Background: an optimization exercise with open tools, aiming at small area, a short achievable clock period and few clock cycles per item. Do not read the settings as production practice. In this exercise RTL edits were held to simulation tests only and were not proved equivalent to the original.

// decimal_text_to_int_parser
module decimal_text_to_int_parser (
	input  wire logic  clk,
	input  wire logic  arst_n,
	input  wire logic  cfg_we,
	input  wire logic  cfg_wdata,
	input  wire logic        in_valid,
	output logic             in_ready,
	input  wire logic [7:0]  in_char,
	input  wire logic        in_last,
	output logic             out_valid,
	input  wire logic        out_ready,
	output logic [31:0]      out_value
);
clock: 10.0 ns
lec_check: 0
cap_margin: 20
core_margin: 2
core_utilization: 40
cts_buf_list: sky130_fd_sc_hd__clkbuf_2 sky130_fd_sc_hd__clkbuf_4 sky130_fd_sc_hd__clkbuf_8
place_density: 0.75
setup_slack_margin: 5
slew_margin: 20
standard.sh (not shown) runs the stock make flow with config.mk's settings and CLKGATE_MAP_FILE= SYNTH_SCRIPT=/design/flow/synth_recipe.tcl, a recipe that flattens the netlist after the stock synthesis.
==> flow/flow/run.sh <==
#!/bin/bash
# Own flow: the standard layout, run by standard.sh unchanged (same synthesis, steps and
# settings from config.mk), except that the port buffers global placement inserts are
# sky130_fd_sc_hd__buf_1 rather than the delay cell buffer_ports picks by itself.
# make's full output goes to flow_make.log here; each ORFS step also logs under orfs/logs.
set -euo pipefail
export BUFFER_PORTS_ARGS="-buffer_cell sky130_fd_sc_hd__buf_1"
bash standard.sh > flow_make.log 2>&1
The starting point completed with no timing, DRC or antenna violations.
Testbench counts at the start, summed over its fixed seeds: cycles 15,027, strings 2,400.
Next try:
==> flow/flow/run.sh (replaced) <==
#!/bin/bash
set -euo pipefail
MARGIN=$(cat flow/margin.txt)
export BUFFER_PORTS_ARGS="-buffer_cell sky130_fd_sc_hd__buf_1"
sed "s/\"\\\${@:-finish}\"/SETUP_SLACK_MARGIN=${MARGIN} \"\${@:-finish}\"/" standard.sh > standard_margin.sh
grep -q "SETUP_SLACK_MARGIN=${MARGIN}" standard_margin.sh
bash standard_margin.sh > flow_make.log 2>&1
==> flow/flow/margin.txt (new file) <==
5.3
--- a/flow/config.mk
+++ b/flow/config.mk
@@ -10 +10 @@
-export CORE_UTILIZATION = 40
+export CORE_UTILIZATION = 30
@@ -12,2 +11,0 @@
-export PLACE_DENSITY = 0.75
-export SETUP_SLACK_MARGIN = 5
=> Die area went up by 32%; cell area is higher by about 2.3%; wire length came out higher by 5.4%; final cell count goes up by 8.8%; non-clock buffer count goes up by 8; worst setup slack improves by 0.20 ns.
Next try:
==> flow/flow/run.sh (replaced) <==
#!/bin/bash
# Own flow: the standard layout, run by standard.sh unchanged (same synthesis, steps and
# settings from config.mk), except that the port buffers global placement inserts are
# sky130_fd_sc_hd__buf_1 rather than the delay cell buffer_ports picks by itself.
# make's full output goes to flow_make.log here; each ORFS step also logs under orfs/logs.
set -euo pipefail
export BUFFER_PORTS_ARGS="-buffer_cell sky130_fd_sc_hd__buf_1"
bash standard.sh > flow_make.log 2>&1
--- a/flow/config.mk
+++ b/flow/config.mk
@@ -10,2 +10,5 @@
-export CORE_UTILIZATION = 30
-export CTS_BUF_LIST = sky130_fd_sc_hd__clkbuf_2 sky130_fd_sc_hd__clkbuf_4 sky130_fd_sc_hd__clkbuf_8
+export CORE_UTILIZATION = 40
+export CTS_BUF_LIST = sky130_fd_sc_hd__clkbuf_4 sky130_fd_sc_hd__clkbuf_8
+export CTS_CLUSTER_DIAMETER = 200
+export CTS_CLUSTER_SIZE = 40
+export SETUP_SLACK_MARGIN = 5
removed: flow/flow/margin.txt
What happened: Die area falls by a quarter to a third. First-iteration DRC count fell by a few percent. Synthesized area does not change.
Next try:
==> flow/flow/run.sh (replaced) <==
#!/bin/bash
set -euo pipefail
MARGIN=$(cat flow/margin.txt)
export BUFFER_PORTS_ARGS="-buffer_cell sky130_fd_sc_hd__buf_1"
sed "s/\"\\\${@:-finish}\"/SETUP_SLACK_MARGIN=${MARGIN} \"\${@:-finish}\"/" standard.sh > standard_margin.sh
grep -q "SETUP_SLACK_MARGIN=${MARGIN}" standard_margin.sh
bash standard_margin.sh > flow_make.log 2>&1
==> flow/flow/margin.txt (new file) <==
5.15
--- a/flow/config.mk
+++ b/flow/config.mk
@@ -11,4 +11 @@
-export CTS_BUF_LIST = sky130_fd_sc_hd__clkbuf_4 sky130_fd_sc_hd__clkbuf_8
-export CTS_CLUSTER_DIAMETER = 200
-export CTS_CLUSTER_SIZE = 40
-export SETUP_SLACK_MARGIN = 5
+export CTS_BUF_LIST = sky130_fd_sc_hd__clkbuf_2 sky130_fd_sc_hd__clkbuf_4 sky130_fd_sc_hd__clkbuf_8
Setup slack gets worse by 0.052 ns.
Count of clock-buffer cells in the layout does not change.
Sequential share of layout area goes down by 0.32 points.


## violet
decimal_text_to_int_parser again, from the RTL that the note above started with.
clock: 10.0 ns
lec_check: 0
cap_margin: 0
core_margin: 2
core_utilization: 40
setup_slack_margin: 5
slew_margin: 0
run.sh (not shown) runs the stock make flow with config.mk's settings and CLKGATE_MAP_FILE= SYNTH_SCRIPT=/design/flow/synth_recipe.tcl, a recipe that flattens the netlist after the stock synthesis.
Stock flow here: none of the scripts above is used.
Testbench counts of violet, summed over its fixed seeds: cycles 15,027, strings 2,400.
Here is what was changed in the inputs of raven compared with violet.
Settings: changing SLEW_MARGIN from 0 to 20; changing CAP_MARGIN from 0 to 20; removing SETUP_SLACK_MARGIN (formerly 5).
==> flow/flow/run.sh (new file) <==
#!/bin/bash
set -euo pipefail
MARGIN=$(cat flow/margin.txt)
sed "s/\"\\\${@:-finish}\"/SETUP_SLACK_MARGIN=${MARGIN} \"\${@:-finish}\"/" standard.sh > standard_margin.sh
grep -q "SETUP_SLACK_MARGIN=${MARGIN}" standard_margin.sh
bash standard_margin.sh > flow_make.log 2>&1
==> flow/flow/margin.txt (new file) <==
6.7
==> flow/standard.sh (new file) <==
#!/bin/bash
# synth_recipe.tcl (not shown) runs the flow's synth.tcl, then flattens the netlist and writes it again
# the make line also repeats each setting of config.mk as NAME=value (left out here)
make -C /OpenROAD-flow-scripts/flow DESIGN_CONFIG=/design/flow/config.mk WORK_HOME=/design/flow/orfs CLKGATE_MAP_FILE= SYNTH_SCRIPT=/design/flow/synth_recipe.tcl "${@:-finish}"
removed: flow/run.sh
## What came out
Summary of the comparison: core utilization is higher in raven, relative to violet.
On maximum frequency, the higher figure sits with raven, not violet.
Setup WNS violet -> raven: better
The non-clock buffer area fraction after layout number comes out higher for raven vs violet.
[inputs] quartz vs raven
Settings: SETUP_SLACK_MARGIN now 4.5, previously not set; CTS_BUF_LIST now sky130_fd_sc_hd__clkbuf_2 sky130_fd_sc_hd__clkbuf_4 sky130_fd_sc_hd__clkbuf_8, previously not set.
==> flow/flow/run.sh <==
#!/bin/bash
# Own flow: the standard layout, run by standard.sh unchanged (same synthesis, steps and
# settings from config.mk), except that the port buffers global placement inserts are
# sky130_fd_sc_hd__buf_1 rather than the delay cell buffer_ports picks by itself.
# make's full output goes to flow_make.log here; each ORFS step also logs under orfs/logs.
set -euo pipefail
export BUFFER_PORTS_ARGS="-buffer_cell sky130_fd_sc_hd__buf_1"
bash standard.sh > flow_make.log 2>&1
removed: flow/flow/margin.txt
### Flow results
Measured against quartz, the placed standard-cell area of raven comes out at 1.07 times the reference value.
Diff quartz and raven: core utilization lower in quartz
The cell count in quartz sits 12% below the value recorded for raven.
Compared to raven, quartz has fill cell instance count of the final layout 15% higher.
Comparing post-synthesis to final-layout area growth for quartz and raven, the smaller number came from quartz.
Routed wire in quartz totals less than in raven.
Delta (quartz minus raven): register-to-register path setup slack decreased by 0.56 ns relative to the old numbers, maximum fanout count along the critical path increased by 7 relative to the old numbers, global routing met1 resource utilization decreased by 3.8 points relative to the old numbers.

==> static timing again, ports no longer ideal <==
The flow's constraints put no driver on any port. The routed layouts listed below were extracted and timed again, unchanged, in two steps. Step 1 sets driving cells, clkbuf_16 on the clock port and buf_2 on the other inputs (assumed; they add their load-dependent delay and slew). Step 2 moves the port delays by t, midway between the first and last clock arrival at a register: inputs arrive t later, outputs are due t later. That takes back most of the time a late clock gives input paths. Slacks: ideal ports / drivers / drivers and shift; pairs: ideal ports / drivers.
run	t, ns	setup WS [ns]	latest minus earliest clock arrival (ns)
the first run of note 1	0.397	5.225 / 5.225 / 5.047	0.010 / 0.010
the second run of note 1	0.405	5.423 / 5.423 / 5.244	0.011 / 0.011
the third run of note 1	0.411	5.285 / 5.285 / 4.976	0.010 / 0.009
the fourth run of note 1	0.412	5.232 / 5.232 / 5.029	0.017 / 0.017
violet	0.384	5.224 / 5.224 / 4.887	0.004 / 0.004
raven	0.380	5.378 / 5.378 / 5.378	0.006 / 0.005
quartz	0.416	4.820 / 4.820 / 4.820	0.012 / 0.012
After both steps every run listed still meets setup and hold. For violet, which loses most, drivers alone change the setup slack by 0.000 ns; drivers and shift together by -0.337 ns.
